This is an optimization exercise on Yosys and OpenROAD, whose aim is a short achievable clock period and few clock cycles per item, not a production implementation. At most, simulation tests tie the RTL to the original design; equivalence was not proved. No functional check of the RTL was part of runs 1 to 3. In every run shown here, the design's own scripts or RTL, not TritonCTS, make the clock network. The flow treats the clock pin as an ideal source. Dropping or thinning the clock tree relies on that and would not hold on a real chip. Power is estimated from default activity; no workload was simulated.

[design/flow/config.mk]
export PLATFORM = sky130hd
export DESIGN_NAME = exe_top
export DESIGN_NICKNAME = exe_top
export VERILOG_FILES = /design/flow/design.v
export SDC_FILE = /design/flow/constraint.sdc
export NUM_CORES = 4
export LEC_CHECK = 0
export ABC_CLOCK_PERIOD_IN_PS = 1500
export CAP_MARGIN = 20
export CORE_MARGIN = 2
export CORE_UTILIZATION = 40
export SETUP_SLACK_MARGIN = 4.7
export SLEW_MARGIN = 20
export TNS_END_PERCENT = 100
[design/flow/constraint.sdc]
create_clock -name core_clock -period 7.0 [get_ports {clk}]
set_input_delay 1.4000 -clock core_clock [delete_from_list [all_inputs] [get_ports {clk}]]
set_output_delay 1.4000 -clock core_clock [all_outputs]
set_load 0.01 [all_outputs]
[design/flow/design.v]
package exe_pkg;
        localparam int XLEN       = 32;
        localparam int REG_ADDR_W = 5;
        localparam logic [6:0] OPC_OP     = 7'b0110011;
        localparam logic [6:0] OPC_OP_IMM = 7'b0010011;
        localparam logic [6:0] OPC_BRANCH = 7'b1100011;
        localparam logic [6:0] OPC_LUI    = 7'b0110111;
        localparam logic [6:0] OPC_AUIPC  = 7'b0010111;
        localparam logic [2:0] ALU_ADD_SUB = 3'b000;
        localparam logic [2:0] ALU_SLL     = 3'b001;
        localparam logic [2:0] ALU_SLT     = 3'b010;
        localparam logic [2:0] ALU_SLTU    = 3'b011;
        localparam logic [2:0] ALU_XOR     = 3'b100;
        localparam logic [2:0] ALU_SRL_SRA = 3'b101;
        localparam logic [2:0] ALU_OR      = 3'b110;
        localparam logic [2:0] ALU_AND     = 3'b111;
        localparam logic [2:0] BR_BEQ  = 3'b000;
        localparam logic [2:0] BR_BNE  = 3'b001;
        localparam logic [2:0] BR_BLT  = 3'b100;
        localparam logic [2:0] BR_BGE  = 3'b101;
        localparam logic [2:0] BR_BLTU = 3'b110;
        localparam logic [2:0] BR_BGEU = 3'b111;
        localparam int C1 = 11;
        localparam int C2 = 22;
        typedef struct packed {
                logic                    is_op;
                logic                    is_op_imm;
                logic                    is_br;
                logic                    is_lui;
                logic                    is_auipc;
                logic                    sub;      
                logic                    rev;      
        } pre_t;
        typedef struct packed {
                pre_t                    pre;
                logic [31:0]             instr;
                logic [XLEN-1:0]         pc;
                logic [XLEN-1:0]         rs1;
                logic [XLEN-1:0]         rs2;
        } raw_rec_t;
        typedef struct packed {
                logic                    is_alu;
                logic                    is_br;
                logic                    is_up;
                logic [2:0]              funct3;
                logic                    alt;      
                logic [REG_ADDR_W-1:0]   rd;
        } ctl_t;
        typedef struct packed {
                ctl_t                    ctl;
                logic                    sub;      
                logic [XLEN-1:0]         x;        
                logic [XLEN-1:0]         yx;       
                logic [XLEN-1:0]         pa;       
                logic [XLEN-1:0]         pb;       
        } dec_rec_t;
        typedef struct packed {
                ctl_t                    ctl;
                logic [C1:0]             a_lo;     
                logic [C1:0]             p_lo;
                logic [31:C1]            x_hi;
                logic [31:C1]            yx_hi;
                logic [31:C1]            pa_hi;
                logic [31:C1]            pb_hi;
                logic [XLEN-1:0]         other;    
                logic                    fill;     
                logic [2:0]              sh_lo;    
                logic                    eq;
        } ex1_rec_t;
        typedef struct packed {
                ctl_t                    ctl;
                logic [C2:0]             a_lo;
                logic [C2:0]             p_lo;
                logic [31:C2]            x_hi;
                logic [31:C2]            yx_hi;
                logic [31:C2]            pa_hi;
                logic [31:C2]            pb_hi;
                logic [XLEN-1:0]         other;    
                logic                    eq;
        } ex2_rec_t;
        typedef struct packed {
                ctl_t                    ctl;
                logic [XLEN-1:0]         arith;    
                logic [XLEN-1:0]         other;
                logic                    eq;
                logic                    lt;
                logic                    ltu;
                logic [XLEN-1:0]         pcsum;    
        } ex3_rec_t;
        typedef struct packed {
                logic [REG_ADDR_W-1:0]   rd;
                logic                    wr;
                logic [XLEN-1:0]         result;
                logic                    taken;
                logic [XLEN-1:0]         target;
        } out_rec_t;
endpackage
`timescale 1ns/100ps
module op_predecode (
        input  logic [31:0]         instr_i,
        output exe_pkg::pre_t       pre_o
);
        logic [6:0]                 opcode;
        logic [2:0]                 funct3;
        assign opcode = instr_i[6:0];
        assign funct3 = instr_i[14:12];
        always_comb begin
                pre_o.is_op     = (opcode == exe_pkg::OPC_OP);
                pre_o.is_op_imm = (opcode == exe_pkg::OPC_OP_IMM);
                pre_o.is_br     = (opcode == exe_pkg::OPC_BRANCH);
                pre_o.is_lui    = (opcode == exe_pkg::OPC_LUI);
                pre_o.is_auipc  = (opcode == exe_pkg::OPC_AUIPC);
                pre_o.sub       = pre_o.is_br | ((pre_o.is_op | pre_o.is_op_imm) &
                                  ((pre_o.is_op & instr_i[30] & (funct3 == exe_pkg::ALU_ADD_SUB)) |
                                   (funct3[2:1] == 2'b01)));
                pre_o.rev       = (pre_o.is_op | pre_o.is_op_imm) & (funct3 == exe_pkg::ALU_SLL);
        end
endmodule
module operand_decode (
        input  exe_pkg::raw_rec_t   raw_i,
        output exe_pkg::dec_rec_t   rec_o
);
        logic [6:0]                 opcode;
        logic [2:0]                 funct3;
        logic [exe_pkg::XLEN-1:0]   imm_i;
        logic [exe_pkg::XLEN-1:0]   imm_b;
        logic [exe_pkg::XLEN-1:0]   imm_u;
        logic [exe_pkg::XLEN-1:0]   y;
        logic [exe_pkg::XLEN-1:0]   x_rev;
        logic                       is_op;
        logic                       is_op_imm;
        logic                       is_br;
        logic                       is_auipc;
        logic                       sub;
        assign opcode = raw_i.instr[6:0];
        assign funct3 = raw_i.instr[14:12];
        assign imm_i = {{20{raw_i.instr[31]}}, raw_i.instr[31:20]};
        assign imm_b = {{20{raw_i.instr[31]}}, raw_i.instr[7], raw_i.instr[30:25],
                        raw_i.instr[11:8], 1'b0};
        assign imm_u = {raw_i.instr[31:12], 12'd0};
        assign is_op     = raw_i.pre.is_op;
        assign is_op_imm = raw_i.pre.is_op_imm;
        assign is_br     = raw_i.pre.is_br;
        assign is_auipc  = raw_i.pre.is_auipc;
        assign y   = is_op_imm ? imm_i : raw_i.rs2;
        assign sub = raw_i.pre.sub;
        always_comb begin
                for (int i = 0; i < 32; i++) begin
                        x_rev[i] = raw_i.rs1[31-i];
                end
        end
        always_comb begin
                rec_o.ctl.is_alu = is_op | is_op_imm;
                rec_o.ctl.is_br  = is_br;
                rec_o.ctl.is_up  = raw_i.pre.is_lui | is_auipc;
                rec_o.ctl.funct3 = funct3;
                rec_o.ctl.alt    = raw_i.instr[30] & (is_op |
                                   (is_op_imm & (funct3 == exe_pkg::ALU_SRL_SRA)));
                rec_o.ctl.rd     = raw_i.instr[11:7];
                rec_o.sub        = sub;
                rec_o.x          = raw_i.pre.rev ? x_rev : raw_i.rs1;
                rec_o.yx         = y ^ {32{sub}};
                rec_o.pa         = (is_br | is_auipc) ? raw_i.pc : 32'd0;
                rec_o.pb         = is_br ? imm_b : imm_u;
        end
endmodule
`timescale 1ns/100ps
module pipe_slot #(
        parameter int W = 8
) (
        input  logic            clk,
        input  logic            reset_n,
        input  logic            prev_valid_i,    
        input  logic [W-1:0]    data_i,          
        input  logic            next_valid_i,    
        output logic            valid_o,
        output logic [W-1:0]    data_o
);
        always_ff @(posedge clk or negedge reset_n) begin
                if (!reset_n) begin
                        valid_o <= 1'b0;
                end else begin
                        valid_o <= valid_o ? next_valid_i : prev_valid_i;
                end
        end
        always_ff @(posedge clk) begin
                if (!valid_o) begin
                        data_o <= data_i;
                end
        end
endmodule
`timescale 1ns/100ps
module alu_stage1 (
        input  exe_pkg::dec_rec_t   rec_i,
        output exe_pkg::ex1_rec_t   rec_o
);
        localparam int C1 = exe_pkg::C1;
        logic [exe_pkg::XLEN-1:0]   x;
        logic [exe_pkg::XLEN-1:0]   y;
        logic [1:0]                 sh_hi;
        logic                       fill;
        logic                       is_shift;
        logic [exe_pkg::XLEN-1:0]   sh1;
        assign x        = rec_i.x;
        assign y        = rec_i.yx;          
        assign sh_hi    = y[4:3];
        assign fill     = rec_i.ctl.alt & rec_i.ctl.funct3[2] & x[31];
        assign is_shift = (rec_i.ctl.funct3[1:0] == 2'b01);
        always_comb begin
                case (sh_hi)
                        2'd0:    sh1 = x;
                        2'd1:    sh1 = {{8{fill}}, x[31:8]};
                        2'd2:    sh1 = {{16{fill}}, x[31:16]};
                        default: sh1 = {{24{fill}}, x[31:24]};
                endcase
        end
        always_comb begin
                rec_o.ctl   = rec_i.ctl;
                rec_o.a_lo  = {1'b0, x[C1-1:0]} + {1'b0, y[C1-1:0]} + {{C1{1'b0}}, rec_i.sub};
                rec_o.p_lo  = {1'b0, rec_i.pa[C1-1:0]} + {1'b0, rec_i.pb[C1-1:0]};
                rec_o.x_hi  = x[31:C1];
                rec_o.yx_hi = y[31:C1];
                rec_o.pa_hi = rec_i.pa[31:C1];
                rec_o.pb_hi = rec_i.pb[31:C1];
                if (is_shift) begin
                        rec_o.other = sh1;
                end else begin
                        case (rec_i.ctl.funct3)
                                exe_pkg::ALU_XOR: rec_o.other = x ^ y;
                                exe_pkg::ALU_OR:  rec_o.other = x | y;
                                default:          rec_o.other = x & y;
                        endcase
                end
                rec_o.fill  = fill;
                rec_o.sh_lo = y[2:0];
                rec_o.eq    = &(x ^ y);
        end
endmodule
module alu_stage2 (
        input  exe_pkg::ex1_rec_t   rec_i,
        output exe_pkg::ex2_rec_t   rec_o
);
        localparam int C1 = exe_pkg::C1;
        localparam int C2 = exe_pkg::C2;
        logic                       is_shift;
        logic signed [32:0]         sr_in;
        logic signed [32:0]         sr_out;
        assign is_shift = (rec_i.ctl.funct3[1:0] == 2'b01);
        assign sr_in    = {rec_i.fill, rec_i.other};
        assign sr_out   = sr_in >>> rec_i.sh_lo;
        always_comb begin
                rec_o.ctl   = rec_i.ctl;
                rec_o.a_lo  = {{1'b0, rec_i.x_hi[C2-1:C1]} + {1'b0, rec_i.yx_hi[C2-1:C1]}
                               + {{(C2-C1){1'b0}}, rec_i.a_lo[C1]},
                               rec_i.a_lo[C1-1:0]};
                rec_o.p_lo  = {{1'b0, rec_i.pa_hi[C2-1:C1]} + {1'b0, rec_i.pb_hi[C2-1:C1]}
                               + {{(C2-C1){1'b0}}, rec_i.p_lo[C1]},
                               rec_i.p_lo[C1-1:0]};
                rec_o.x_hi  = rec_i.x_hi[31:C2];
                rec_o.yx_hi = rec_i.yx_hi[31:C2];
                rec_o.pa_hi = rec_i.pa_hi[31:C2];
                rec_o.pb_hi = rec_i.pb_hi[31:C2];
                rec_o.other = is_shift ? sr_out[31:0] : rec_i.other;
                rec_o.eq    = rec_i.eq;
        end
endmodule
module alu_stage3 (
        input  exe_pkg::ex2_rec_t   rec_i,
        output exe_pkg::ex3_rec_t   rec_o
);
        localparam int C2 = exe_pkg::C2;
        logic [32-C2:0]             a_hi;
        logic [32-C2:0]             p_hi;
        assign a_hi = {1'b0, rec_i.x_hi} + {1'b0, rec_i.yx_hi} + {{(32-C2){1'b0}}, rec_i.a_lo[C2]};
        assign p_hi = {1'b0, rec_i.pa_hi} + {1'b0, rec_i.pb_hi} + {{(32-C2){1'b0}}, rec_i.p_lo[C2]};
        always_comb begin
                rec_o.ctl   = rec_i.ctl;
                rec_o.arith = {a_hi[31-C2:0], rec_i.a_lo[C2-1:0]};
                rec_o.pcsum = {p_hi[31-C2:0], rec_i.p_lo[C2-1:0]};
                rec_o.other = rec_i.other;
                rec_o.eq    = rec_i.eq;
                rec_o.ltu   = ~a_hi[32-C2];
                rec_o.lt    = (rec_i.x_hi[31] == rec_i.yx_hi[31]) ? rec_i.x_hi[31]
                                                                  : a_hi[31-C2];
        end
endmodule
module alu_select (
        input  exe_pkg::ex3_rec_t   rec_i,
        output exe_pkg::out_rec_t   rec_o
);
        logic [exe_pkg::XLEN-1:0]   other_rev;
        logic [exe_pkg::XLEN-1:0]   alu_out;
        logic                       br_taken;
        always_comb begin
                for (int i = 0; i < 32; i++) begin
                        other_rev[i] = rec_i.other[31-i];
                end
        end
        always_comb begin
                case (rec_i.ctl.funct3)
                        exe_pkg::ALU_ADD_SUB: alu_out = rec_i.arith;
                        exe_pkg::ALU_SLL:     alu_out = other_rev;
                        exe_pkg::ALU_SLT:     alu_out = {31'd0, rec_i.lt};
                        exe_pkg::ALU_SLTU:    alu_out = {31'd0, rec_i.ltu};
                        default:              alu_out = rec_i.other;
                endcase
        end
        always_comb begin
                case (rec_i.ctl.funct3)
                        exe_pkg::BR_BEQ:  br_taken = rec_i.eq;
                        exe_pkg::BR_BNE:  br_taken = ~rec_i.eq;
                        exe_pkg::BR_BLT:  br_taken = rec_i.lt;
                        exe_pkg::BR_BGE:  br_taken = ~rec_i.lt;
                        exe_pkg::BR_BLTU: br_taken = rec_i.ltu;
                        exe_pkg::BR_BGEU: br_taken = ~rec_i.ltu;
                        default:          br_taken = 1'b0;
                endcase
        end
        always_comb begin
                rec_o.wr     = rec_i.ctl.is_alu | rec_i.ctl.is_up;
                rec_o.rd     = (rec_i.ctl.is_alu | rec_i.ctl.is_up) ? rec_i.ctl.rd : '0;
                rec_o.result = rec_i.ctl.is_alu ? alu_out :
                               rec_i.ctl.is_up  ? rec_i.pcsum : '0;
                rec_o.taken  = rec_i.ctl.is_br & br_taken;
                rec_o.target = rec_i.ctl.is_br ? rec_i.pcsum : '0;
        end
endmodule
`timescale 1ns/100ps
module exe_top (
        input  logic                                clk,
        input  logic                                reset_n,
        input  logic                                in_req_i,
        output logic                                in_ack_o,
        input  logic [31:0]                         instr_i,
        input  logic [exe_pkg::XLEN-1:0]            pc_i,
        input  logic [exe_pkg::XLEN-1:0]            rs1_i,
        input  logic [exe_pkg::XLEN-1:0]            rs2_i,
        output logic                                res_req_o,
        input  logic                                res_ack_i,
        output logic [exe_pkg::REG_ADDR_W-1:0]      rd_addr_o,
        output logic                                write_rd_o,
        output logic [exe_pkg::XLEN-1:0]            result_o,
        output logic                                branch_taken_o,
        output logic [exe_pkg::XLEN-1:0]            branch_target_o
);
        logic                   v0, v1, v2, v3, v4;
        logic                   ack_q;           
        logic                   req_q;           
        logic                   done;            
        logic [1:0]             q_v;             
        logic                   q_wp;
        logic                   q_rp;
        logic                   q_full;          
        exe_pkg::raw_rec_t      raw_in;
        exe_pkg::raw_rec_t      s0;
        exe_pkg::dec_rec_t      dec_d, s1;
        exe_pkg::ex1_rec_t      ex1_d, s2;
        exe_pkg::ex2_rec_t      ex2_d, s3;
        exe_pkg::ex3_rec_t      ex3_d, s4;
        exe_pkg::out_rec_t      out_d, out_q;
        exe_pkg::out_rec_t      q_mem0, q_mem1;
        localparam int DEC_W = $bits(s1);
        localparam int EX1_W = $bits(s2);
        localparam int EX2_W = $bits(s3);
        localparam int EX3_W = $bits(s4);
        always_ff @(posedge clk or negedge reset_n) begin
                if (!reset_n) begin
                        in_ack_o <= 1'b0;
                        ack_q    <= 1'b0;
                        v0       <= 1'b0;
                end else begin
                        in_ack_o <= in_ack_o ? in_req_i : (in_req_i & ~v0);
                        ack_q    <= ack_q ? in_req_i : (in_req_i & ~v0);
                        v0       <= v0 ? v1 : (in_req_i & ~ack_q);
                end
        end
        op_predecode u_predecode (
                .instr_i (instr_i),
                .pre_o   (raw_in.pre)
        );
        assign raw_in.instr = instr_i;
        assign raw_in.pc    = pc_i;
        assign raw_in.rs1   = rs1_i;
        assign raw_in.rs2   = rs2_i;
        always_ff @(posedge clk) begin
                if (!v0) begin
                        s0 <= raw_in;
                end
        end
        operand_decode u_decode (
                .raw_i (s0),
                .rec_o (dec_d)
        );
        pipe_slot #(.W(DEC_W)) u_s1 (
                .clk          (clk),
                .reset_n      (reset_n),
                .prev_valid_i (v0),
                .data_i       (dec_d),
                .next_valid_i (v2),
                .valid_o      (v1),
                .data_o       (s1)
        );
        alu_stage1 u_alu1 (
                .rec_i (s1),
                .rec_o (ex1_d)
        );
        pipe_slot #(.W(EX1_W)) u_s2 (
                .clk          (clk),
                .reset_n      (reset_n),
                .prev_valid_i (v1),
                .data_i       (ex1_d),
                .next_valid_i (v3),
                .valid_o      (v2),
                .data_o       (s2)
        );
        alu_stage2 u_alu2 (
                .rec_i (s2),
                .rec_o (ex2_d)
        );
        pipe_slot #(.W(EX2_W)) u_s3 (
                .clk          (clk),
                .reset_n      (reset_n),
                .prev_valid_i (v2),
                .data_i       (ex2_d),
                .next_valid_i (v4),
                .valid_o      (v3),
                .data_o       (s3)
        );
        alu_stage3 u_alu3 (
                .rec_i (s3),
                .rec_o (ex3_d)
        );
        pipe_slot #(.W(EX3_W)) u_s4 (
                .clk          (clk),
                .reset_n      (reset_n),
                .prev_valid_i (v3),
                .data_i       (ex3_d),
                .next_valid_i (q_full),
                .valid_o      (v4),
                .data_o       (s4)
        );
        alu_select u_sel (
                .rec_i (s4),
                .rec_o (out_d)
        );
        assign q_full = q_v[q_wp];
        assign done   = req_q & res_ack_i;
        always_ff @(posedge clk or negedge reset_n) begin
                if (!reset_n) begin
                        q_v       <= 2'b00;
                        q_wp      <= 1'b0;
                        q_rp      <= 1'b0;
                        res_req_o <= 1'b0;
                        req_q     <= 1'b0;
                end else begin
                        if (v4 && !q_v[0] && !q_wp) begin
                                q_v[0] <= 1'b1;
                        end else if (done && !q_rp) begin
                                q_v[0] <= 1'b0;
                        end
                        if (v4 && !q_v[1] && q_wp) begin
                                q_v[1] <= 1'b1;
                        end else if (done && q_rp) begin
                                q_v[1] <= 1'b0;
                        end
                        if (v4 && !q_v[q_wp]) begin
                                q_wp <= ~q_wp;
                        end
                        if (done) begin
                                q_rp <= ~q_rp;
                        end
                        res_req_o <= res_req_o ? ~res_ack_i : (q_v[q_rp] & ~res_ack_i);
                        req_q     <= req_q ? ~res_ack_i : (q_v[q_rp] & ~res_ack_i);
                end
        end
        always_ff @(posedge clk) begin
                if (!q_v[0] && !q_wp) begin
                        q_mem0 <= out_d;
                end
                if (!q_v[1] && q_wp) begin
                        q_mem1 <= out_d;
                end
        end
        always_ff @(posedge clk) begin
                out_q <= q_rp ? q_mem1 : q_mem0;
        end
        assign rd_addr_o       = out_q.rd;
        assign write_rd_o      = out_q.wr;
        assign result_o        = out_q.result;
        assign branch_taken_o  = out_q.taken;
        assign branch_target_o = out_q.target;
endmodule
[design/flow/flow/run.sh]
#!/bin/bash
# The standard layout (standard.sh: ORFS synthesis to final), except
# that the clock tree comes from flow/ctree.tcl, hooked into ORFS's CTS
# step through PRE_CTS_TCL: the clock port feeds four root buffers, each
# root feeds a group of leaf buffers, each leaf about 22 flip-flops.
# standard.sh's own output goes to standard.log in this folder.
set -euo pipefail
here=$(pwd)
export PRE_CTS_TCL="$here/flow/pre_cts.tcl"
bash standard.sh > "$here/standard.log" 2>&1
[design/flow/flow/ctree.tcl]
# Two-level balanced clock tree: the clock port feeds NROOT root buffers, each
# root feeds a group of leaf buffers, each leaf feeds a compact group of
# about LEAF_SINKS flip-flop clock pins. Groups are cut from the sinks
# sorted into vertical strips, then along each strip, so they hold equal counts.

proc ctree_center {it} {
  set b [[$it getInst] getBBox]
  return [list [expr {([$b xMin] + [$b xMax]) / 2}] [expr {([$b yMin] + [$b yMax]) / 2}]]
}

# split items (each {x y payload}) into n groups of nearly equal size, compact
proc ctree_split {items n} {
  set cnt [llength $items]
  if {$n <= 1} { return [list $items] }
  set ns [expr {max(1, int(round(sqrt($n))))}]
  set per_strip [expr {int(ceil(double($n) / $ns))}]
  set ns [expr {int(ceil(double($n) / $per_strip))}]
  set byx [lsort -integer -index 0 $items]
  set groups {}
  set done 0
  set gdone 0
  for {set s 0} {$s < $ns} {incr s} {
    set gin [expr {min($per_strip, $n - $gdone)}]
    set take [expr {int(round(double($cnt) * ($gdone + $gin) / $n)) - $done}]
    set strip [lrange $byx $done [expr {$done + $take - 1}]]
    set strip [lsort -integer -index 1 $strip]
    set sd 0
    for {set g 0} {$g < $gin} {incr g} {
      set t [expr {int(round(double($take) * ($g + 1) / $gin)) - $sd}]
      lappend groups [lrange $strip $sd [expr {$sd + $t - 1}]]
      incr sd $t
    }
    incr done $take
    incr gdone $gin
  }
  return $groups
}

proc ctree_centroid {items} {
  set sx 0; set sy 0
  foreach i $items { set sx [expr {$sx + [lindex $i 0]}]; set sy [expr {$sy + [lindex $i 1]}] }
  set n [llength $items]
  return [list [expr {$sx / $n}] [expr {$sy / $n}]]
}

proc ctree_build {clk_name buf_name nroot leaf_sinks} {
  set db [ord::get_db]
  set block [ord::get_db_block]
  set master [$db findMaster $buf_name]
  set clk [$block findNet $clk_name]
  set sinks {}
  foreach it [$clk getITerms] {
    set c [ctree_center $it]
    lappend sinks [list [lindex $c 0] [lindex $c 1] $it]
  }
  set nleaf [expr {max($nroot, int(round(double([llength $sinks]) / $leaf_sinks)))}]
  # leaves per root as equal as possible: cut sinks into nroot regions first
  set regions [ctree_split $sinks $nroot]
  set li 0
  set ri 0
  foreach region $regions {
    set nl [expr {max(1, int(round(double([llength $region]) * $nleaf / [llength $sinks])))}]
    set leaves [ctree_split $region $nl]
    set leaf_pts {}
    foreach grp $leaves {
      lappend leaf_pts [concat [ctree_centroid $grp] [list $grp]]
    }
    set rc [ctree_centroid $leaf_pts]
    set root [odb::dbInst_create $block $master "clkroot_$ri"]
    $root setLocation [expr {int([lindex $rc 0])}] [expr {int([lindex $rc 1])}]
    $root setPlacementStatus PLACED
    set rnet [odb::dbNet_create $block "clknet_root_$ri"]
    $rnet setSigType CLOCK
    [$root findITerm A] connect $clk
    [$root findITerm X] connect $rnet
    foreach lp $leaf_pts {
      set leaf [odb::dbInst_create $block $master "clkleaf_$li"]
      $leaf setLocation [expr {int([lindex $lp 0])}] [expr {int([lindex $lp 1])}]
      $leaf setPlacementStatus PLACED
      set lnet [odb::dbNet_create $block "clknet_leaf_$li"]
      $lnet setSigType CLOCK
      [$leaf findITerm A] connect $rnet
      [$leaf findITerm X] connect $lnet
      foreach s [lindex $lp 2] {
        set it [lindex $s 2]
        $it disconnect
        $it connect $lnet
      }
      incr li
    }
    incr ri
  }
  puts "ctree: [llength $sinks] sinks, $ri roots, $li leaves"
}
[design/flow/flow/pre_cts.tcl]
# Sourced by ORFS's cts.tcl (PRE_CTS_TCL) right after it loads the placed
# design. Builds a two-level balanced clock tree (flow/ctree.tcl) and
# turns the clock_tree_synthesis call that follows into setting the
# clock as propagated, so the rest of cts.tcl (legalisation, timing
# repair) runs as usual on this tree.

source [file join [file dirname [info script]] ctree.tcl]

set_dont_use $::env(DONT_USE_CELLS)
ctree_build clk sky130_fd_sc_hd__clkbuf_16 4 22

proc clock_tree_synthesis { args } {
  puts "clock tree built by flow/ctree.tcl; clock_tree_synthesis $args not run"
  set_propagated_clock [all_clocks]
}
[design/flow/standard.sh]
#!/bin/bash
# synth_recipe.tcl (not shown) runs the flow's synth.tcl, then flattens the netlist and writes it again
# the make line also repeats each setting of config.mk as NAME=value (left out here)
make -C /OpenROAD-flow-scripts/flow DESIGN_CONFIG=/design/flow/config.mk WORK_HOME=/design/flow/orfs CLKGATE_MAP_FILE= SYNTH_SCRIPT=/design/flow/synth_recipe.tcl "${@:-finish}"
==> results.yml, run 1 <==
logic_synthesis:
  yosysWarnings: 11
  synthTopCellsByCount: "806 x edfxtp_1, 140 x inv_1, 138 x mux2i_1"
  synth_top_area_cell: "edfxtp_1"
  yosysMostFrequentCell: "edfxtp_1"
  synth_edf_count: 806
  yosysUniqueCellTypes: 64
  synth-async-reset-ratio: 0.0146
  synth_area_per_cell_um2: 15.1
  ys_ff_latch: 890
  synth_nets: 2675
  synth.area.top_cells: "edfxtp_1 66%, dfxtp_1 3.9%, ha_1 3.8%"
  syn_inst: 2421
  syn-cell-area_um2: 36400
  netlist.area_leader.share: 0.664
  seq_area_frac_synth: 0.712
  ys.flop_type: "edfxtp_1"
placement:
  gp_congestion: 0.889
  dpl_worst_slack_ns: 4.23
  numPortBuffers: 204
  dpl_cell_area_um2: 39800
  dp_hpwl_mm: 59.7
run_status:
  status: "no timing/DRC/antenna violations"
power_and_ir_drop:
  p_leak_nw: 15.3
  powerDensity_nw_per_um2: 534
  ir_worst_vdd_uv: 249
sta:
  rsz0062_at_grt: "yes"
  setup_viol: 0
  max_freq_ghz: 0.421
  hold_viol_final: 0
  setup_tns_ns: 0
  max_slew_margin: 0.337
  clock_skew_ns: 0.0487
  finalMaxSlewViolations: 0
  fin_crit_sh: 0.339
  worst_hold_slack_ns: 0.418
  setup_slack_ns: 4.63
  min_period_ns: 2.37
  tightest_slew_ns: 0.995
floorplanning:
  chipWidth_um: 306
  die-area_um2: 93500
  pin_count: 205
  num_rows: 110
  core_um2: 90100
  initial_core_util: 0.404
  die_h_um: 306
global_route:
  grt_overflow: 0
  grt_pass1_wl_mm: 124
  grt.total_usage: 0.173
  antenna_found_initial: 1
  grt_max_degree: 137
  grt_pass1_vias: 19500
cells_and_area:
  regArea_um2: 26000
  areaGrowthSynthToFinish_pct: 12.4
  fill_cells: 7897
  drive_gt1_frac: 0.138
  fin_nets: 2866
  num_antenna_cells: 0
  stdcell_area_um2: 41000
  multi_input_comb_area_um2: 9800
drt:
  firstDrtPassIters: 7
  avgRoutedWirePerCell_um: 21.9
  routed_wl_mm: 82.7
  num_vias: 19300
  avgViaCountPerCell: 5.09
  drt_iter0_drc: 1393
  route.detailed.drc: 0
  antenna_left: 0
critical_path:
  r2r_slack_ns: 4.63
  cp.required_ns: 7.17
  crit_path_start: "u_s1.data_o[64]"
  rr_worst_depth: 9
  critPathArrivalTime_ns: 2.54
  critPathMaxFanout: 3
  critPathKind: "reg2reg"
  end_kind: "register"
  reg2reg_to: "u_s2.data_o[141]"
  reg2reg_from: "u_s1.data_o[64]"
  cp-start-kind: "register"
clock_tree:
  postCtsHoldBufs: 0
  clk_pin_slew_ns: 0.09
  insertion_delay_ns: 0.45
hold_path:
  hp-start: "u_s3.data_o[20]"
  worstHoldPathCells: 0
  hold_end: "u_s4.data_o[54]"
  hold_path_class: "reg2reg"
run:
  maxCapViolCount: 0
per-stage QoR:
stage          utilization  std cells  total power, mW
2_1_floorplan            -       2421             15.8
3_3_place_gp         0.442       3731             19.2
3_5_place_dp         0.442       3731             19.3
4_1_cts              0.452       3781             21.9
5_1_grt              0.454       3786             23.3
6_report             0.454       3786             21.9
worst max-delay path by stage:
| stage | endpoint | slack [ns] | cells after the start |
|---|---|---|---|
| 2_1_floorplan | u_s2.data_o[0] | 3.88 | 1 |
| 3_3_place_gp | s0[129] | 4.19 | 6 |
| 3_5_place_dp | s0[129] | 4.23 | 6 |
| 4_1_cts | in_ack_o | 4.62 | 1 |
| 5_1_grt | u_s2.data_o[141] | 4.50 | 9 |
| 6_report | u_s2.data_o[141] | 4.63 | 9 |
sequential cells by signal (all words and copies together) (netlist names), 2 cells and up:
signal and flops:
u_s4.data_o 110, q_mem0 71, q_mem1 71, u_s1.data_o 140, out_q 71, u_s2.data_o 156
u_s3.data_o 130, q_v 2, s0 128
power by group:
part,switching [mW],internal [mW]
registers,1.42,9.42
clock network,1.52,1.12
logic,5.18,3.22
worst max-delay path: stages (launching register included):
cell and delay, ns:
edfxtp_1 0.41, inv_1 0.11, fa_2 0.22, inv_1 0.06, fa_2 0.38, a211oi_2 0.22, o21bai_2 0.13, a2111oi_4 0.36
nor2_1 0.09, xor2_1 0.15
layout make-up:
type                            count  share of cell area
Inverter                          143              0.0137
Buffer                             44              0.0269
Timing Repair Buffer              243              0.0500
Sequential cell                   890               0.634
Multi-Input combinational cell   1290               0.239
Tap cell                         1176              0.0359
logic make-up after synthesis:
group                    share of synthesized area
multiplexers                                0.0768
AO/OA/AOI/OAI                               0.0653
buffers and inverters                       0.0262
AND/OR/NAND/NOR                             0.0576
adder cells (fa/ha/maj)                     0.0441
flip-flops                                   0.712
XOR/XNOR                                    0.0178
per-layer routing:
layer,track usage,wire length (um),vias up
li1,-,-,9243
met1,0.258,40300,9596
met2,0.281,38200,356
met3,0.0124,2520,79
met4,0.0302,1710,0
met5,0,0,-
placed cells by master, fill, tap and decap left out, drive strengths merged, types with 8 or more instances in the layout:
cell | synthesis | layout
nand3 | 15 | 15
o21a | 9 | 9
dfxtp | 71 | 71
a22o | 32 | 32
and2 | 49 | 49
edfxtp | 806 | 806
nand2b | 11 | 11
clkbuf | 62 | 45
a21oi | 136 | 136
ha | 111 | 111
mux2 | 116 | 116
mux2i | 138 | 138
clkdlybuf4s50 | 0 | 130
fa | 11 | 11
a211oi | 14 | 14
nor3 | 17 | 17
o21ai | 129 | 129
dfrtp | 13 | 13
xnor2 | 67 | 67
nand2 | 113 | 113
nor2b | 61 | 61
o22ai | 30 | 30
a21o | 8 | 8
nor2 | 127 | 127
inv | 143 | 138
buf | 36 | 111
timing repair:
item                       4_1_cts  5_1_grt
setup buffers                    6        4
pin swaps                        8       13
setup endpoints to repair      367      110
resized for setup              344       37
cloned                           0        1
==> run 2: changes to the inputs <==
--- a/design/flow/design.v
+++ b/design/flow/design.v
@@ -345,6 +345,8 @@
 );
         logic                   v0, v1, v2, v3, v4;
-        logic                   ack_q;           
-        logic                   req_q;           
+        logic                   ack_n;           
+        logic                   req_n;           
+        logic                   ack_d;
+        logic                   req_d;
         logic                   done;            
         logic [1:0]             q_v;             
@@ -364,13 +366,14 @@
         localparam int EX2_W = $bits(s3);
         localparam int EX3_W = $bits(s4);
+        assign ack_d = in_req_i & (~ack_n | ~v0);
         always_ff @(posedge clk or negedge reset_n) begin
                 if (!reset_n) begin
                         in_ack_o <= 1'b0;
-                        ack_q    <= 1'b0;
+                        ack_n    <= 1'b1;
                         v0       <= 1'b0;
                 end else begin
-                        in_ack_o <= in_ack_o ? in_req_i : (in_req_i & ~v0);
-                        ack_q    <= ack_q ? in_req_i : (in_req_i & ~v0);
-                        v0       <= v0 ? v1 : (in_req_i & ~ack_q);
+                        in_ack_o <= ack_d;
+                        ack_n    <= ~ack_d;
+                        v0       <= v0 ? v1 : (in_req_i & ack_n);
                 end
         end
@@ -445,5 +448,6 @@
         );
         assign q_full = q_v[q_wp];
-        assign done   = req_q & res_ack_i;
+        assign done   = ~req_n & res_ack_i;
+        assign req_d  = ~res_ack_i & (~req_n | q_v[q_rp]);
         always_ff @(posedge clk or negedge reset_n) begin
                 if (!reset_n) begin
@@ -452,5 +456,5 @@
                         q_rp      <= 1'b0;
                         res_req_o <= 1'b0;
-                        req_q     <= 1'b0;
+                        req_n     <= 1'b1;
                 end else begin
                         if (v4 && !q_v[0] && !q_wp) begin
@@ -470,6 +474,6 @@
                                 q_rp <= ~q_rp;
                         end
-                        res_req_o <= res_req_o ? ~res_ack_i : (q_v[q_rp] & ~res_ack_i);
-                        req_q     <= req_q ? ~res_ack_i : (q_v[q_rp] & ~res_ack_i);
+                        res_req_o <= req_d;
+                        req_n     <= ~req_d;
                 end
         end
--- a/design/flow/flow/run.sh
+++ b/design/flow/flow/run.sh
@@ -4,4 +4,6 @@
 # step through PRE_CTS_TCL: the clock port feeds four root buffers, each
 # root feeds a group of leaf buffers, each leaf about 22 flip-flops.
+# Before that, flow/pull.tcl moves each register that drives an output
+# port next to the port's buffer.
 # standard.sh's own output goes to standard.log in this folder.
 set -euo pipefail
--- a/design/flow/flow/pre_cts.tcl
+++ b/design/flow/flow/pre_cts.tcl
@@ -1,4 +1,6 @@
 # Sourced by ORFS's cts.tcl (PRE_CTS_TCL) right after it loads the placed
-# design. Builds a two-level balanced clock tree (flow/ctree.tcl) and
+# design. Moves the registers that drive output ports next to their port
+# buffers (flow/pull.tcl), builds a two-level balanced clock tree
+# (flow/ctree.tcl) and
 # turns the clock_tree_synthesis call that follows into setting the
 # clock as propagated, so the rest of cts.tcl (legalisation, timing
@@ -6,6 +8,8 @@
 
 source [file join [file dirname [info script]] ctree.tcl]
+source [file join [file dirname [info script]] pull.tcl]
 
 set_dont_use $::env(DONT_USE_CELLS)
+pull_output_flops
 ctree_build clk sky130_fd_sc_hd__clkbuf_16 4 22
 
==> design/flow/flow/pull.tcl (new file) <==
# Moves each flip-flop that drives an output port's buffer onto that
# buffer, so the register-to-port wire is short; the detailed placement
# that follows in cts.tcl makes the placement legal again.

proc pull_output_flops {} {
  set block [ord::get_db_block]
  set moved 0
  foreach bt [$block getBTerms] {
    if {[$bt getIoType] ne "OUTPUT"} continue
    set net [$bt getNet]
    if {$net eq "NULL"} continue
    set buf ""
    foreach it [$net getITerms] { if {[$it isOutputSignal]} { set buf [$it getInst] } }
    if {$buf eq ""} continue
    set drv ""
    foreach it [$buf getITerms] {
      if {[$it isInputSignal] && [$it getNet] ne "NULL"} {
        foreach jt [[$it getNet] getITerms] { if {[$jt isOutputSignal]} { set drv [$jt getInst] } }
      }
    }
    if {$drv eq "" || ![string match "sky130_fd_sc_hd__df*" [[$drv getMaster] getName]]} continue
    set loc [$buf getLocation]
    $drv setLocation [lindex $loc 0] [lindex $loc 1]
    incr moved
  }
  puts "pull_output_flops: moved $moved flip-flops to their output buffers"
}
==> results.yml, run 2 <==
global_route:
  grt_pass1_vias: 19700
  met1_usage: 0.257
  grt_overflow: 0
  grt_max_degree: 81
  antenna_found_initial: 1
  grt.busiest_layer: "met2"
  grt_pass1_wl_mm: 125
  grt.total_usage: 0.176
  met2_usage: 0.286
  use_met3: 0.0175
power_and_ir_drop:
  p_leak_nw: 15.5
  p_total_mw: 22.1
  switching_share: 0.371
  ir_worst_vdd_uv: 229
  internal_power_mw: 13.9
  p_comb_frac: 0.386
  powerDensity_nw_per_um2: 536
  power_switching_mw: 8.20
  clockPowerShare: 0.118
  seq_power_share: 0.496
sta:
  max_freq_ghz: 0.432
  rsz0062_at_grt: "yes"
  finalMaxSlewViolations: 0
  setup_viol: 0
  min_period_ns: 2.32
  max_slew_margin: 0.315
  fin_crit_sh: 0.331
  clock_skew_ns: 0.0353
  setup_tns_ns: 0
  tightest_slew_ns: 1.02
  hold_viol_final: 0
logic_synthesis:
  netlist.area_leader.share: 0.664
  yosysWarnings: 11
  syn-cell-area_um2: 36500
  synth_nets: 2680
  yosysMostFrequentCell: "edfxtp_1"
  synth_edf_count: 806
  seq_area_frac_synth: 0.712
  ys.flop_type: "edfxtp_1"
  synth_top_area_cell: "edfxtp_1"
  synth-async-reset-ratio: 0.0146
  synth.area.top_cells: "edfxtp_1 66%, dfxtp_1 3.9%, ha_1 3.8%"
  synthTopCellsByCount: "806 x edfxtp_1, 142 x inv_1, 137 x mux2i_1"
  ys_ff_latch: 890
  syn_inst: 2426
  synth_area_per_cell_um2: 15.0
  yosysUniqueCellTypes: 64
drt:
  drt_iter0_drc: 1593
  routed_wl_mm: 84.3
  num_vias: 19400
  avgViaCountPerCell: 5.10
  avgRoutedWirePerCell_um: 22.1
  route.detailed.drc: 0
  antenna_left: 0
  firstDrtPassIters: 5
critical_path:
  critPathMaxStageDelay_ns: 0.42
  cp-start-kind: "register"
  cp.required_ns: 7.15
  end_kind: "register"
  cp_num_buf_inv: 2
  critPathKind: "reg2reg"
  crit_top_cell: "fa_2"
  slowest_stage: "edfxtp_1"
  critPathArrivalTime_ns: 2.46
  crit_family: "compound AO/OA/AOI/OAI gates"
  cp_cell_sequence: "inv_2 -> fa_2 -> inv_1 -> fa_2 -> a211oi_2 -> o21bai_2 -> a2111oi_2 -> nor2_1 -> xor2_1"
  critPathMaxFanout: 2
cells_and_area:
  num_antenna_cells: 0
  top_register: "u_s2.data_o"
  final_common_cell: "edfxtp_1"
  largest_reg_flops: 156
  areaGrowthSynthToFinish_pct: 12.9
  final_cell_mix: "806 x edfxtp_1, 137 x mux2i_1, 133 x inv_1, 127 x clkdlybuf4s50_1, 124 x a21oi_1"
  top_regs: "u_s2.data_o (156), u_s1.data_o (140), u_s3.data_o (130)"
  drive_gt1_frac: 0.146
  fin_nets: 2889
placement:
  numPortBuffers: 204
  dp_hpwl_mm: 60.4
  gp_congestion: 0.868
clock_tree:
  postCtsHoldBufs: 0
  clk_pin_slew_ns: 0.09
  insertion_delay_ns: 0.43
floorplanning:
  core_um2: 90100
  pin_count: 205
  die_h_um: 306
  num_rows: 110
  initial_core_util: 0.405
  chipWidth_um: 306
  die-area_um2: 93600
hold_path:
  hold_path_class: "reg2reg"
run_status:
  status: "no timing/DRC/antenna violations"
run:
  maxCapViolCount: 0
-- run 2: changes by cell type after synthesis, moves of 4 or more --
cell,delta
o21ai_1,-7
nand2_1,+8
nor2_1,-6
a21oi_1,-6
a31oi_1,+4
o21ai_0,+7
-- run 2: cell type report --
| class | instances | area, um2 |
|---|---|---|
| repair buffers | 261 | 2270 |
| repair inverters | 1 | 5.00 |
| fillers | 7835 | 49000 |
| multi-input cells | 1292 | 9790 |
| inverters | 145 | 572 |
| plain buffers | 44 | 1100 |
| well taps | 1176 | 1470 |
| flip-flops and latches | 890 | 26000 |
-- run 2: routing by layer --
layer / wire [um] / part of all wire
met2: 39200 / 0.47
met5: 7 / 0.000083
met4: 1990 / 0.024
met3: 3630 / 0.043
met1: 39500 / 0.47
-- run 2: metrics by stage --
step	worst slack (ns)	instances	cell area, um2	util	hold WS [ns]
final	4.68	3809	41200	0.457	0.414
after global routing	4.50	3809	41200	0.457	0.427
after CTS	4.63	3788	40800	0.453	0.417
after detailed placement	4.20	3734	39800	0.441	0.405
after global placement	4.19	3734	39800	0.441	0.401
after floorplan	3.88	2426	36500	-	0.400
-- run 2: path summary, 6_finish.rpt --
path,start,endpoint,slack [ns],depth (start not counted)
setup / recovery,u_s1.data_o[96],u_s2.data_o[141],4.68,9
hold / removal,u_s3.data_o[86],u_s4.data_o[13],0.41,0
setup reg to reg,u_s1.data_o[96],u_s2.data_o[141],4.68,9
hold reg to reg,u_s3.data_o[86],u_s4.data_o[13],0.41,0
max in group asynchronous,reset_n,q_rp,5.12,1
min in group asynchronous,reset_n,q_v[0],1.41,1
-- run 2: cell families after synthesis --
group | synth area share
and+or+nand+nor | 0.0589
adders and majority gates | 0.0441
muxes | 0.0759
DFF | 0.712
xor gates and xnor gates | 0.0178
buffers and inverters | 0.0266
AOI/OAI and AO/OA | 0.0650
-- run 2: power groups by stage --
stage	sequential, mW	clock (mW)	combinational (mW)
2_1_floorplan	10.3	0	5.54
3_3_place_gp	11.1	0	8.15
3_5_place_dp	11.1	0	8.23
4_1_cts	11.0	2.69	8.33
5_1_grt	11.2	2.86	9.42
6_report	11.0	2.60	8.52
-- run 2: repair_timing --
| item | 4_1_cts | 5_1_grt |
|---|---|---|
| endpoints found under the hold margin | 0 | 0 |
| pin swaps | 13 | 21 |
| setup endpoints to repair | 440 | 301 |
| gates cloned | 1 | 3 |
| gates resized for setup | 348 | 47 |
| buffers inserted | 9 | 18 |
==> run 3: changes to the inputs <==
--- a/design/flow/design.v
+++ b/design/flow/design.v
@@ -24,14 +24,4 @@
         localparam int C2 = 22;
         typedef struct packed {
-                logic                    is_op;
-                logic                    is_op_imm;
-                logic                    is_br;
-                logic                    is_lui;
-                logic                    is_auipc;
-                logic                    sub;      
-                logic                    rev;      
-        } pre_t;
-        typedef struct packed {
-                pre_t                    pre;
                 logic [31:0]             instr;
                 logic [XLEN-1:0]         pc;
@@ -50,4 +40,5 @@
                 ctl_t                    ctl;
                 logic                    sub;      
+                logic                    rev;      
                 logic [XLEN-1:0]         x;        
                 logic [XLEN-1:0]         yx;       
@@ -97,24 +88,4 @@
 endpackage
 `timescale 1ns/100ps
-module op_predecode (
-        input  logic [31:0]         instr_i,
-        output exe_pkg::pre_t       pre_o
-);
-        logic [6:0]                 opcode;
-        logic [2:0]                 funct3;
-        assign opcode = instr_i[6:0];
-        assign funct3 = instr_i[14:12];
-        always_comb begin
-                pre_o.is_op     = (opcode == exe_pkg::OPC_OP);
-                pre_o.is_op_imm = (opcode == exe_pkg::OPC_OP_IMM);
-                pre_o.is_br     = (opcode == exe_pkg::OPC_BRANCH);
-                pre_o.is_lui    = (opcode == exe_pkg::OPC_LUI);
-                pre_o.is_auipc  = (opcode == exe_pkg::OPC_AUIPC);
-                pre_o.sub       = pre_o.is_br | ((pre_o.is_op | pre_o.is_op_imm) &
-                                  ((pre_o.is_op & instr_i[30] & (funct3 == exe_pkg::ALU_ADD_SUB)) |
-                                   (funct3[2:1] == 2'b01)));
-                pre_o.rev       = (pre_o.is_op | pre_o.is_op_imm) & (funct3 == exe_pkg::ALU_SLL);
-        end
-endmodule
 module operand_decode (
         input  exe_pkg::raw_rec_t   raw_i,
@@ -127,5 +98,4 @@
         logic [exe_pkg::XLEN-1:0]   imm_u;
         logic [exe_pkg::XLEN-1:0]   y;
-        logic [exe_pkg::XLEN-1:0]   x_rev;
         logic                       is_op;
         logic                       is_op_imm;
@@ -139,19 +109,16 @@
                         raw_i.instr[11:8], 1'b0};
         assign imm_u = {raw_i.instr[31:12], 12'd0};
-        assign is_op     = raw_i.pre.is_op;
-        assign is_op_imm = raw_i.pre.is_op_imm;
-        assign is_br     = raw_i.pre.is_br;
-        assign is_auipc  = raw_i.pre.is_auipc;
+        assign is_op     = (opcode == exe_pkg::OPC_OP);
+        assign is_op_imm = (opcode == exe_pkg::OPC_OP_IMM);
+        assign is_br     = (opcode == exe_pkg::OPC_BRANCH);
+        assign is_auipc  = (opcode == exe_pkg::OPC_AUIPC);
         assign y   = is_op_imm ? imm_i : raw_i.rs2;
-        assign sub = raw_i.pre.sub;
-        always_comb begin
-                for (int i = 0; i < 32; i++) begin
-                        x_rev[i] = raw_i.rs1[31-i];
-                end
-        end
+        assign sub = is_br | ((is_op | is_op_imm) &
+                     ((is_op & raw_i.instr[30] & (funct3 == exe_pkg::ALU_ADD_SUB)) |
+                      (funct3[2:1] == 2'b01)));
         always_comb begin
                 rec_o.ctl.is_alu = is_op | is_op_imm;
                 rec_o.ctl.is_br  = is_br;
-                rec_o.ctl.is_up  = raw_i.pre.is_lui | is_auipc;
+                rec_o.ctl.is_up  = (opcode == exe_pkg::OPC_LUI) || is_auipc;
                 rec_o.ctl.funct3 = funct3;
                 rec_o.ctl.alt    = raw_i.instr[30] & (is_op |
@@ -159,5 +126,6 @@
                 rec_o.ctl.rd     = raw_i.instr[11:7];
                 rec_o.sub        = sub;
-                rec_o.x          = raw_i.pre.rev ? x_rev : raw_i.rs1;
+                rec_o.rev        = (is_op | is_op_imm) & (funct3 == exe_pkg::ALU_SLL);
+                rec_o.x          = raw_i.rs1;
                 rec_o.yx         = y ^ {32{sub}};
                 rec_o.pa         = (is_br | is_auipc) ? raw_i.pc : 32'd0;
@@ -197,4 +165,5 @@
         localparam int C1 = exe_pkg::C1;
         logic [exe_pkg::XLEN-1:0]   x;
+        logic [exe_pkg::XLEN-1:0]   xs;              
         logic [exe_pkg::XLEN-1:0]   y;
         logic [1:0]                 sh_hi;
@@ -206,11 +175,16 @@
         assign sh_hi    = y[4:3];
         assign fill     = rec_i.ctl.alt & rec_i.ctl.funct3[2] & x[31];
+        always_comb begin
+                for (int i = 0; i < 32; i++) begin
+                        xs[i] = rec_i.rev ? x[31-i] : x[i];
+                end
+        end
         assign is_shift = (rec_i.ctl.funct3[1:0] == 2'b01);
         always_comb begin
                 case (sh_hi)
-                        2'd0:    sh1 = x;
-                        2'd1:    sh1 = {{8{fill}}, x[31:8]};
-                        2'd2:    sh1 = {{16{fill}}, x[31:16]};
-                        default: sh1 = {{24{fill}}, x[31:24]};
+                        2'd0:    sh1 = xs;
+                        2'd1:    sh1 = {{8{fill}}, xs[31:8]};
+                        2'd2:    sh1 = {{16{fill}}, xs[31:16]};
+                        default: sh1 = {{24{fill}}, xs[31:24]};
                 endcase
         end
@@ -378,8 +352,4 @@
                 end
         end
-        op_predecode u_predecode (
-                .instr_i (instr_i),
-                .pre_o   (raw_in.pre)
-        );
         assign raw_in.instr = instr_i;
         assign raw_in.pc    = pc_i;
==> design/flow/flow/run.sh (replaced) <==
#!/bin/bash
# The standard layout (standard.sh: ORFS synthesis to final), except
# that the clock tree comes from flow/ctree.tcl, hooked into ORFS's CTS
# step through PRE_CTS_TCL: the clock port feeds four root inverters, each
# root feeds a group of leaf inverters, each leaf about 36 flip-flops.
# Before that, flow/pull.tcl moves each register that drives an output
# port next to the port's buffer.
# standard.sh's own output goes to standard.log in this folder.
set -euo pipefail
here=$(pwd)
export PRE_CTS_TCL="$here/flow/pre_cts.tcl"
bash standard.sh > "$here/standard.log" 2>&1
--- a/design/flow/flow/ctree.tcl
+++ b/design/flow/flow/ctree.tcl
@@ -1,5 +1,6 @@
-# Two-level balanced clock tree: the clock port feeds NROOT root buffers, each
-# root feeds a group of leaf buffers, each leaf feeds a compact group of
-# about LEAF_SINKS flip-flop clock pins. Groups are cut from the sinks
+# Two-level balanced clock tree: the clock port feeds NROOT root cells, each
+# root feeds a group of leaf cells, each leaf feeds a compact group of
+# about LEAF_SINKS flip-flop clock pins. With inverters at both levels the
+# clock reaches the flip-flops uninverted. Groups are cut from the sinks
 # sorted into vertical strips, then along each strip, so they hold equal counts.
 
@@ -44,8 +45,22 @@
 }
 
-proc ctree_build {clk_name buf_name nroot leaf_sinks} {
+proc ctree_pins {master} {
+  set in ""; set out ""
+  foreach mt [$master getMTerms] {
+    if {[$mt getSigType] ne "SIGNAL"} continue
+    if {[$mt getIoType] eq "INPUT"} { set in [$mt getName] }
+    if {[$mt getIoType] eq "OUTPUT"} { set out [$mt getName] }
+  }
+  return [list $in $out]
+}
+
+proc ctree_build {clk_name buf_name nroot leaf_sinks {leaf_name ""}} {
   set db [ord::get_db]
   set block [ord::get_db_block]
   set master [$db findMaster $buf_name]
+  if {$leaf_name eq ""} { set leaf_name $buf_name }
+  set lmaster [$db findMaster $leaf_name]
+  lassign [ctree_pins $master] rin rout
+  lassign [ctree_pins $lmaster] lin lout
   set clk [$block findNet $clk_name]
   set sinks {}
@@ -72,14 +87,14 @@
     set rnet [odb::dbNet_create $block "clknet_root_$ri"]
     $rnet setSigType CLOCK
-    [$root findITerm A] connect $clk
-    [$root findITerm X] connect $rnet
+    [$root findITerm $rin] connect $clk
+    [$root findITerm $rout] connect $rnet
     foreach lp $leaf_pts {
-      set leaf [odb::dbInst_create $block $master "clkleaf_$li"]
+      set leaf [odb::dbInst_create $block $lmaster "clkleaf_$li"]
       $leaf setLocation [expr {int([lindex $lp 0])}] [expr {int([lindex $lp 1])}]
       $leaf setPlacementStatus PLACED
       set lnet [odb::dbNet_create $block "clknet_leaf_$li"]
       $lnet setSigType CLOCK
-      [$leaf findITerm A] connect $rnet
-      [$leaf findITerm X] connect $lnet
+      [$leaf findITerm $lin] connect $rnet
+      [$leaf findITerm $lout] connect $lnet
       foreach s [lindex $lp 2] {
         set it [lindex $s 2]
==> design/flow/flow/pre_cts.tcl (replaced) <==
# Sourced by ORFS's cts.tcl (PRE_CTS_TCL) right after it loads the placed
# design. It replaces the clock_tree_synthesis call that cts.tcl makes
# later (after repair_clock_inverters) with: move the registers that drive
# output ports next to their port buffers (flow/pull.tcl), build a
# two-level balanced clock tree of inverters (flow/ctree.tcl) and set the
# clock as propagated. The rest of cts.tcl (legalisation, timing repair)
# runs as usual on this tree.

source [file join [file dirname [info script]] ctree.tcl]
source [file join [file dirname [info script]] pull.tcl]

proc clock_tree_synthesis { args } {
  puts "clock tree built by flow/ctree.tcl in place of clock_tree_synthesis $args"
  pull_output_flops
  ctree_build clk sky130_fd_sc_hd__clkinv_16 4 36 sky130_fd_sc_hd__clkinv_16
  set_propagated_clock [all_clocks]
}
==> results.yml, run 3 <==
run_status:
  status: "no timing/DRC/antenna violations"
critical_path:
  end_kind: "register"
  cp.required_ns: 7.07
  crit_path_start: "u_s1.data_o[96]"
  slowest_stage: "edfxtp_1"
  critPathArrivalTime_ns: 2.40
  critPathMaxFanout: 3
  cp-start-kind: "register"
  cp_cell_sequence: "inv_2 -> fa_2 -> inv_2 -> fa_2 -> a211oi_2 -> o21bai_2 -> a2111oi_2 -> nor2_1 -> xor2_1"
  critPathMaxStageDelay_ns: 0.46
  reg2reg_from: "u_s1.data_o[96]"
  critPathKind: "reg2reg"
sta:
  worst_hold_slack_ns: 0.420
  rsz0062_at_grt: "yes"
  setup_slack_ns: 4.67
  setup_tns_ns: 0
  finalMaxSlewViolations: 0
  max_freq_ghz: 0.429
  max_slew_margin: 0.291
  fin_crit_sh: 0.333
  hold_viol_final: 0
  clock_skew_ns: 0.0277
  tightest_slew_ns: 1.06
  setup_viol: 0
  min_period_ns: 2.33
power_and_ir_drop:
  power_switching_mw: 7.94
  switching_share: 0.386
  clockPowerShare: 0.100
  powerDensity_nw_per_um2: 503
  p_comb_frac: 0.389
  internal_power_mw: 12.6
  ir_worst_vdd_uv: 310
  p_leak_nw: 15.3
  seq_power_share: 0.510
cells_and_area:
  fill_cells: 7846
  final_cell_mix: "807 x edfxtp_1, 133 x mux2i_1, 131 x clkdlybuf4s50_1, 121 x nand2_1, 113 x a21oi_1"
  num_antenna_cells: 0
  fin_nets: 2826
  drive_gt1_frac: 0.122
  largest_reg_flops: 156
  top_register: "u_s2.data_o"
  final_common_cell: "edfxtp_1"
  areaGrowthSynthToFinish_pct: 12.3
  top_regs: "u_s2.data_o (156), u_s1.data_o (141), u_s3.data_o (130)"
logic_synthesis:
  yosysWarnings: 10
  synthTopCellsByCount: "807 x edfxtp_1, 134 x mux2i_1, 121 x a21oi_1, 121 x nand2_1, 119 x o21ai_0"
  netlist.area_leader.share: 0.665
  ys.flop_type: "edfxtp_1"
  synth_nets: 2642
  synth-async-reset-ratio: 0.0146
  yosysMostFrequentCell: "edfxtp_1"
  yosysUniqueCellTypes: 66
  seq_area_frac_synth: 0.713
  synth_area_per_cell_um2: 15.3
  synth_edf_count: 807
  ys_ff_latch: 891
  syn-cell-area_um2: 36400
  syn_inst: 2388
  synth_top_area_cell: "edfxtp_1"
  synth.area.top_cells: "edfxtp_1 67%, dfxtp_1 3.9%, ha_1 3.8%"
global_route:
  grt_overflow: 0
  grt_pass1_vias: 19600
  antenna_found_initial: 5
  grt_max_degree: 130
  grt.total_usage: 0.176
  grt_pass1_wl_mm: 126
run:
  maxCapViolCount: 0
placement:
  dpl_worst_slack_ns: 3.97
  gp_congestion: 0.892
  numPortBuffers: 204
  dp_hpwl_mm: 59.3
floorplanning:
  die_h_um: 306
  pin_count: 205
  die-area_um2: 93500
  chipWidth_um: 306
  initial_core_util: 0.404
  num_rows: 110
  core_um2: 90100
drt:
  avgViaCountPerCell: 5.19
  firstDrtPassIters: 5
  num_vias: 19400
  routed_wl_mm: 85.0
  drt_iter0_drc: 1704
  avgRoutedWirePerCell_um: 22.7
  antenna_left: 0
  route.detailed.drc: 0
clock_tree:
  clk_pin_slew_ns: 0.11
  insertion_delay_ns: 0.31
  postCtsHoldBufs: 0
hold_path:
  hold_path_class: "reg2reg"
  hp-start: "u_s2.data_o[74]"
==> run 3: cell types whose count changed after synthesis, moves of 11 or more <==
cell / before / now
and2_1: 48 / 80
a21o_1: 9 / 27
inv_1: 142 / 113
xnor2_1: 66 / 55
nor2b_1: 63 / 36
o21ai_0: 53 / 119
xor2_1: 8 / 19
o21ai_1: 76 / 0
==> run 3: repair_timing <==
item | 4_1_cts | 5_1_grt
setup endpoints to repair | 409 | 270
pin swaps | 9 | 19
resized for setup | 159 | 117
buffers inserted | 6 | 11
gates cloned | 2 | 2
==> run 3: final cells by class <==
| cell class | count | area (um2) | share of cell area |
|---|---|---|---|
| flip-flops and latches | 891 | 26000 | 0.635 |
| multi-input cells | 1284 | 9870 | 0.241 |
| repair buffers | 248 | 2260 | 0.0552 |
| well taps | 1176 | 1470 | 0.0360 |
| inverters | 144 | 1310 | 0.0320 |
| repair inverters | 3 | 17.5 | 0.000428 |
==> run 3: worst paths after layout <==
kind | end | slack, ns | cells after the start
hold reg to reg | u_s3.data_o[48] | 0.42 | 0
setup reg to reg | u_s2.data_o[141] | 4.67 | 9
max in group asynchronous | q_rp | 5.05 | 1
min in group asynchronous | u_s3.valid_o | 1.49 | 1
hold / removal | u_s3.data_o[48] | 0.42 | 0
setup / recovery | u_s2.data_o[141] | 4.67 | 9
==> run 3: layer usage <==
layer  global-route usage  routed length (um)  vias to the layer above
met5                    0                  12                        -
met4               0.0347                2030                        2
met3               0.0119                2880                       84
met2                0.291               39900                      467
met1                0.259               40200                     9753
li1                     -                   -                     9138
==> run 3: logic make-up after synthesis <==
kind of cell    after synthesis  synth area share
flops                       891             0.713
simple gates                438            0.0595
compound gates              406            0.0686
mux                         243            0.0727
buf+inv                     214            0.0238
fa+ha+maj                   122            0.0442
xor+xnor                     74            0.0178
==> run 3: metrics by stage <==
stage          power (mW)  std cells  cell area [um2]   util
2_1_floorplan        15.2       2388            36500      -
3_3_place_gp         18.3       3695            39800  0.441
3_5_place_dp         18.4       3697            39800  0.441
4_1_cts              20.6       3733            40800  0.452
5_1_grt              21.9       3746            40900  0.454
6_report             20.6       3746            40900  0.454
==> run 3: power groups by stage <==
stage                     combinational [mW]  clock [mW]  sequential (mW)
after global routing                    8.84        2.33             10.7
after detailed placement                7.77           0             10.6
after floorplan                         5.08           0             10.1
after global placement                  7.66           0             10.6
final                                   8.01        2.06             10.5
after CTS                               7.90        2.16             10.5
==> run 3: critical path, delay by kind of cell (launching register included) <==
kind	cells	cell delay, ns
AOI/OAI and AO/OA	3	0.61
xor gates and xnor gates	1	0.16
adders and majority gates	2	0.59
DFF	1	0.46
buffers and inverters	2	0.15
and+or+nand+nor	1	0.11
==> run 4: changes to the inputs <==
--- a/design/flow/design.v
+++ b/design/flow/design.v
@@ -40,5 +40,4 @@
                 ctl_t                    ctl;
                 logic                    sub;      
-                logic                    rev;      
                 logic [XLEN-1:0]         x;        
                 logic [XLEN-1:0]         yx;       
@@ -98,4 +97,5 @@
         logic [exe_pkg::XLEN-1:0]   imm_u;
         logic [exe_pkg::XLEN-1:0]   y;
+        logic [exe_pkg::XLEN-1:0]   x_rev;
         logic                       is_op;
         logic                       is_op_imm;
@@ -118,4 +118,9 @@
                       (funct3[2:1] == 2'b01)));
         always_comb begin
+                for (int i = 0; i < 32; i++) begin
+                        x_rev[i] = raw_i.rs1[31-i];
+                end
+        end
+        always_comb begin
                 rec_o.ctl.is_alu = is_op | is_op_imm;
                 rec_o.ctl.is_br  = is_br;
@@ -126,6 +131,6 @@
                 rec_o.ctl.rd     = raw_i.instr[11:7];
                 rec_o.sub        = sub;
-                rec_o.rev        = (is_op | is_op_imm) & (funct3 == exe_pkg::ALU_SLL);
-                rec_o.x          = raw_i.rs1;
+                rec_o.x          = ((is_op | is_op_imm) & (funct3 == exe_pkg::ALU_SLL))
+                                   ? x_rev : raw_i.rs1;
                 rec_o.yx         = y ^ {32{sub}};
                 rec_o.pa         = (is_br | is_auipc) ? raw_i.pc : 32'd0;
@@ -165,5 +170,4 @@
         localparam int C1 = exe_pkg::C1;
         logic [exe_pkg::XLEN-1:0]   x;
-        logic [exe_pkg::XLEN-1:0]   xs;              
         logic [exe_pkg::XLEN-1:0]   y;
         logic [1:0]                 sh_hi;
@@ -175,16 +179,11 @@
         assign sh_hi    = y[4:3];
         assign fill     = rec_i.ctl.alt & rec_i.ctl.funct3[2] & x[31];
-        always_comb begin
-                for (int i = 0; i < 32; i++) begin
-                        xs[i] = rec_i.rev ? x[31-i] : x[i];
-                end
-        end
         assign is_shift = (rec_i.ctl.funct3[1:0] == 2'b01);
         always_comb begin
                 case (sh_hi)
-                        2'd0:    sh1 = xs;
-                        2'd1:    sh1 = {{8{fill}}, xs[31:8]};
-                        2'd2:    sh1 = {{16{fill}}, xs[31:16]};
-                        default: sh1 = {{24{fill}}, xs[31:24]};
+                        2'd0:    sh1 = x;
+                        2'd1:    sh1 = {{8{fill}}, x[31:8]};
+                        2'd2:    sh1 = {{16{fill}}, x[31:16]};
+                        default: sh1 = {{24{fill}}, x[31:24]};
                 endcase
         end
@@ -319,8 +318,4 @@
 );
         logic                   v0, v1, v2, v3, v4;
-        logic                   ack_n;           
-        logic                   req_n;           
-        logic                   ack_d;
-        logic                   req_d;
         logic                   done;            
         logic [1:0]             q_v;             
@@ -340,14 +335,11 @@
         localparam int EX2_W = $bits(s3);
         localparam int EX3_W = $bits(s4);
-        assign ack_d = in_req_i & (~ack_n | ~v0);
         always_ff @(posedge clk or negedge reset_n) begin
                 if (!reset_n) begin
                         in_ack_o <= 1'b0;
-                        ack_n    <= 1'b1;
                         v0       <= 1'b0;
                 end else begin
-                        in_ack_o <= ack_d;
-                        ack_n    <= ~ack_d;
-                        v0       <= v0 ? v1 : (in_req_i & ack_n);
+                        in_ack_o <= in_ack_o ? in_req_i : (in_req_i & ~v0);
+                        v0       <= v0 ? v1 : (in_req_i & ~in_ack_o);
                 end
         end
@@ -418,6 +410,5 @@
         );
         assign q_full = q_v[q_wp];
-        assign done   = ~req_n & res_ack_i;
-        assign req_d  = ~res_ack_i & (~req_n | q_v[q_rp]);
+        assign done   = res_req_o & res_ack_i;
         always_ff @(posedge clk or negedge reset_n) begin
                 if (!reset_n) begin
@@ -426,5 +417,4 @@
                         q_rp      <= 1'b0;
                         res_req_o <= 1'b0;
-                        req_n     <= 1'b1;
                 end else begin
                         if (v4 && !q_v[0] && !q_wp) begin
@@ -444,6 +434,5 @@
                                 q_rp <= ~q_rp;
                         end
-                        res_req_o <= req_d;
-                        req_n     <= ~req_d;
+                        res_req_o <= res_req_o ? ~res_ack_i : (q_v[q_rp] & ~res_ack_i);
                 end
         end
==> results.yml, run 4 <==
logic_synthesis:
  synth_edf_count: 806
  ys.flop_type: "edfxtp_1"
  syn-cell-area_um2: 36500
  synth_top_family_by_area: "multiplexers"
  ys_ff_latch: 888
  synth-async-reset-ratio: 0.0124
  seq_area_frac_synth: 0.710
  synthTopCellsByCount: "806 x edfxtp_1, 140 x a21oi_1, 139 x mux2i_1"
  synth_compound_area_frac: 0.0700
  syn_inst: 2372
  synth_nets: 2626
  yosysMostFrequentCell: "edfxtp_1"
  yosysUniqueCellTypes: 68
  synth_area_per_cell_um2: 15.4
  synthMuxAreaShare: 0.0808
  synth.area.top_cells: "edfxtp_1 66%, dfxtp_1 3.9%, mux2i_1 3.8%"
  synthXorXnorAreaFrac: 0.0183
  synth_top_area_cell: "edfxtp_1"
  yosysWarnings: 10
  synth-adder-area-share: 0.0441
  netlist.area_leader.share: 0.664
  synthSimpleGateAreaFrac: 0.0509
floorplanning:
  pin_count: 205
  die-area_um2: 93600
  core_um2: 90100
  num_rows: 110
  initial_core_util: 0.404
  chipWidth_um: 306
  die_h_um: 306
cells_and_area:
  largest_reg_flops: 156
  top_register: "u_s2.data_o"
  post-route-util: 0.454
  fill_cells: 7752
  fin_nets: 2808
  top_regs: "u_s2.data_o (156), u_s1.data_o (140), u_s3.data_o (130)"
  final_cell_mix: "806 x edfxtp_1, 139 x mux2i_1, 134 x a21oi_1, 131 x clkdlybuf4s50_1, 118 x inv_1"
  instances_no_fill: 3728
  areaGrowthSynthToFinish_pct: 12.2
  num_antenna_cells: 0
  drive_gt1_frac: 0.115
  final_common_cell: "edfxtp_1"
power_and_ir_drop:
  switching_share: 0.377
  ir_worst_vdd_uv: 324
  p_comb_frac: 0.370
  p_leak_nw: 15.5
  power_switching_mw: 7.47
  powerDensity_nw_per_um2: 484
  clockPowerShare: 0.104
  internal_power_mw: 12.3
  seq_power_share: 0.525
global_route:
  grt_overflow: 0
  antenna_found_initial: 3
  grt.total_usage: 0.167
  grt_pass1_vias: 18900
  grt_max_degree: 142
  grt.busiest_layer: "met2"
  met1_usage: 0.247
  use_met3: 0.0103
  grt_pass1_wl_mm: 120
  met2_usage: 0.276
placement:
  dp_hpwl_mm: 57.1
  dpl.cell_count: 3680
  numPortBuffers: 204
  dpl_worst_slack_ns: 4.20
  gp_congestion: 0.878
sta:
  finalMaxSlewViolations: 0
  max_freq_ghz: 0.435
  rsz0062_at_grt: "yes"
  setup_viol: 0
  tightest_slew_ns: 1.03
  worst_hold_slack_ns: 0.419
  min_period_ns: 2.30
  clock_skew_ns: 0.0250
  setup_slack_ns: 4.70
  max_slew_margin: 0.311
  setup_tns_ns: 0
  hold_viol_final: 0
  fin_crit_sh: 0.328
drt:
  route.detailed.drc: 0
  antenna_left: 0
  avgRoutedWirePerCell_um: 21.7
  num_vias: 19100
  firstDrtPassIters: 5
  routed_wl_mm: 81.1
  drt_iter0_drc: 1600
  avgViaCountPerCell: 5.12
critical_path:
  cp-start-kind: "register"
  rr_worst_depth: 5
  crit_path_start: "s0[98]"
  cp.required_ns: 7.06
  r2r_slack_ns: 4.70
  critPathMaxFanout: 16
  endpoint: "u_s1.data_o[96]"
  reg2reg_to: "u_s1.data_o[96]"
  critPathKind: "reg2reg"
  reg2reg_from: "s0[98]"
  critPathArrivalTime_ns: 2.36
  end_kind: "register"
hold_path:
  hold_path_class: "reg2reg"
  hp-start: "u_s3.data_o[4]"
run:
  maxCapViolCount: 0
run_status:
  status: "no timing/DRC/antenna violations"
clock_tree:
  insertion_delay_ns: 0.31
  clk_pin_slew_ns: 0.10
-- run 4: cell types whose count changed after synthesis, sizes merged, moves of 9 or more --
cell   delta
inv      +12
nand2     -9
a21o     +13
nor2     -13
nor2b    -14
a21oi    +20
o21ai    -10
mux2     +16
-- run 4: critical path: stages (launching register included) --
cell	delay (ns)
edfxtp_1	0.43
nand4bb_4	0.25
or2_4	0.31
or4_4	0.54
buf_12	0.17
mux2_2	0.33
-- run 4: power by group through the flow --
stage / Clock (mW) / Sequential [mW] / Combinational (mW)
after floorplan: 0 / 9.99 / 4.77
after global placement: 0 / 10.5 / 7.01
after detailed placement: 0 / 10.6 / 7.16
after CTS: 2.13 / 10.4 / 7.24
after global routing: 2.31 / 10.6 / 8.07
final: 2.06 / 10.4 / 7.33
-- run 4: cell type report --
type                            instances  area (um2)  area share
Tap cell                             1176        1470      0.0360
Multi-Input combinational cell       1259        9890       0.242
Sequential cell                       888       25900       0.633
Timing Repair Buffer                  250        2310      0.0565
Inverter                              155        1340      0.0327
-- run 4: metrics by stage --
stage                     total power, mW  cell area, um2
after detailed placement             17.7           39800
after CTS                            19.8           40800
final                                19.8           40900
after floorplan                      14.8           36500
after global placement               17.5           39800
after global routing                 21.0           40900
-- run 4: worst min-delay path by stage --
| stage | endpoint | depth (start not counted) |
|---|---|---|
| detailed placement | u_s2.data_o[148] | 0 |
| global route | u_s2.data_o[68] | 0 |
| floorplan | u_s2.data_o[121] | 0 |
| global placement | u_s2.data_o[40] | 0 |
| finish | u_s4.data_o[38] | 0 |
| CTS | u_s2.data_o[43] | 0 |
-- run 4: logic make-up (layout without fill, tap and decap cells) --
kind of cell,count (synthesis),after routing
compound gates,418,418
flops,888,888
xor+xnor,76,76
buf+inv,227,405
simple gates,379,381
mux,262,262
fa+ha+maj,122,122
-- run 4: metal layers --
layer,wire (um),share of wire
met1,38100,0.47
met2,38200,0.47
met3,2880,0.035
met4,1890,0.023
met5,13,0.00016
-- run 4: timing repair --
action	CTS	global route
hold buffers	0	0
pin swaps	4	18
buffers inserted	5	13
gates cloned	1	1
resized for setup	136	125
endpoints found under the setup margin	486	377
Testbench counts of run 4, summed over its fixed seeds: cycles 36,072, items 18,000.

Check on run 4: ideal ports give 4.703 ns setup slack; a clkbuf_16 on the clock port and buf_2 on the inputs give 4.461 ns; moving port delays by the midpoint clock arrival (0.571 ns) as well gives 4.643 ns.
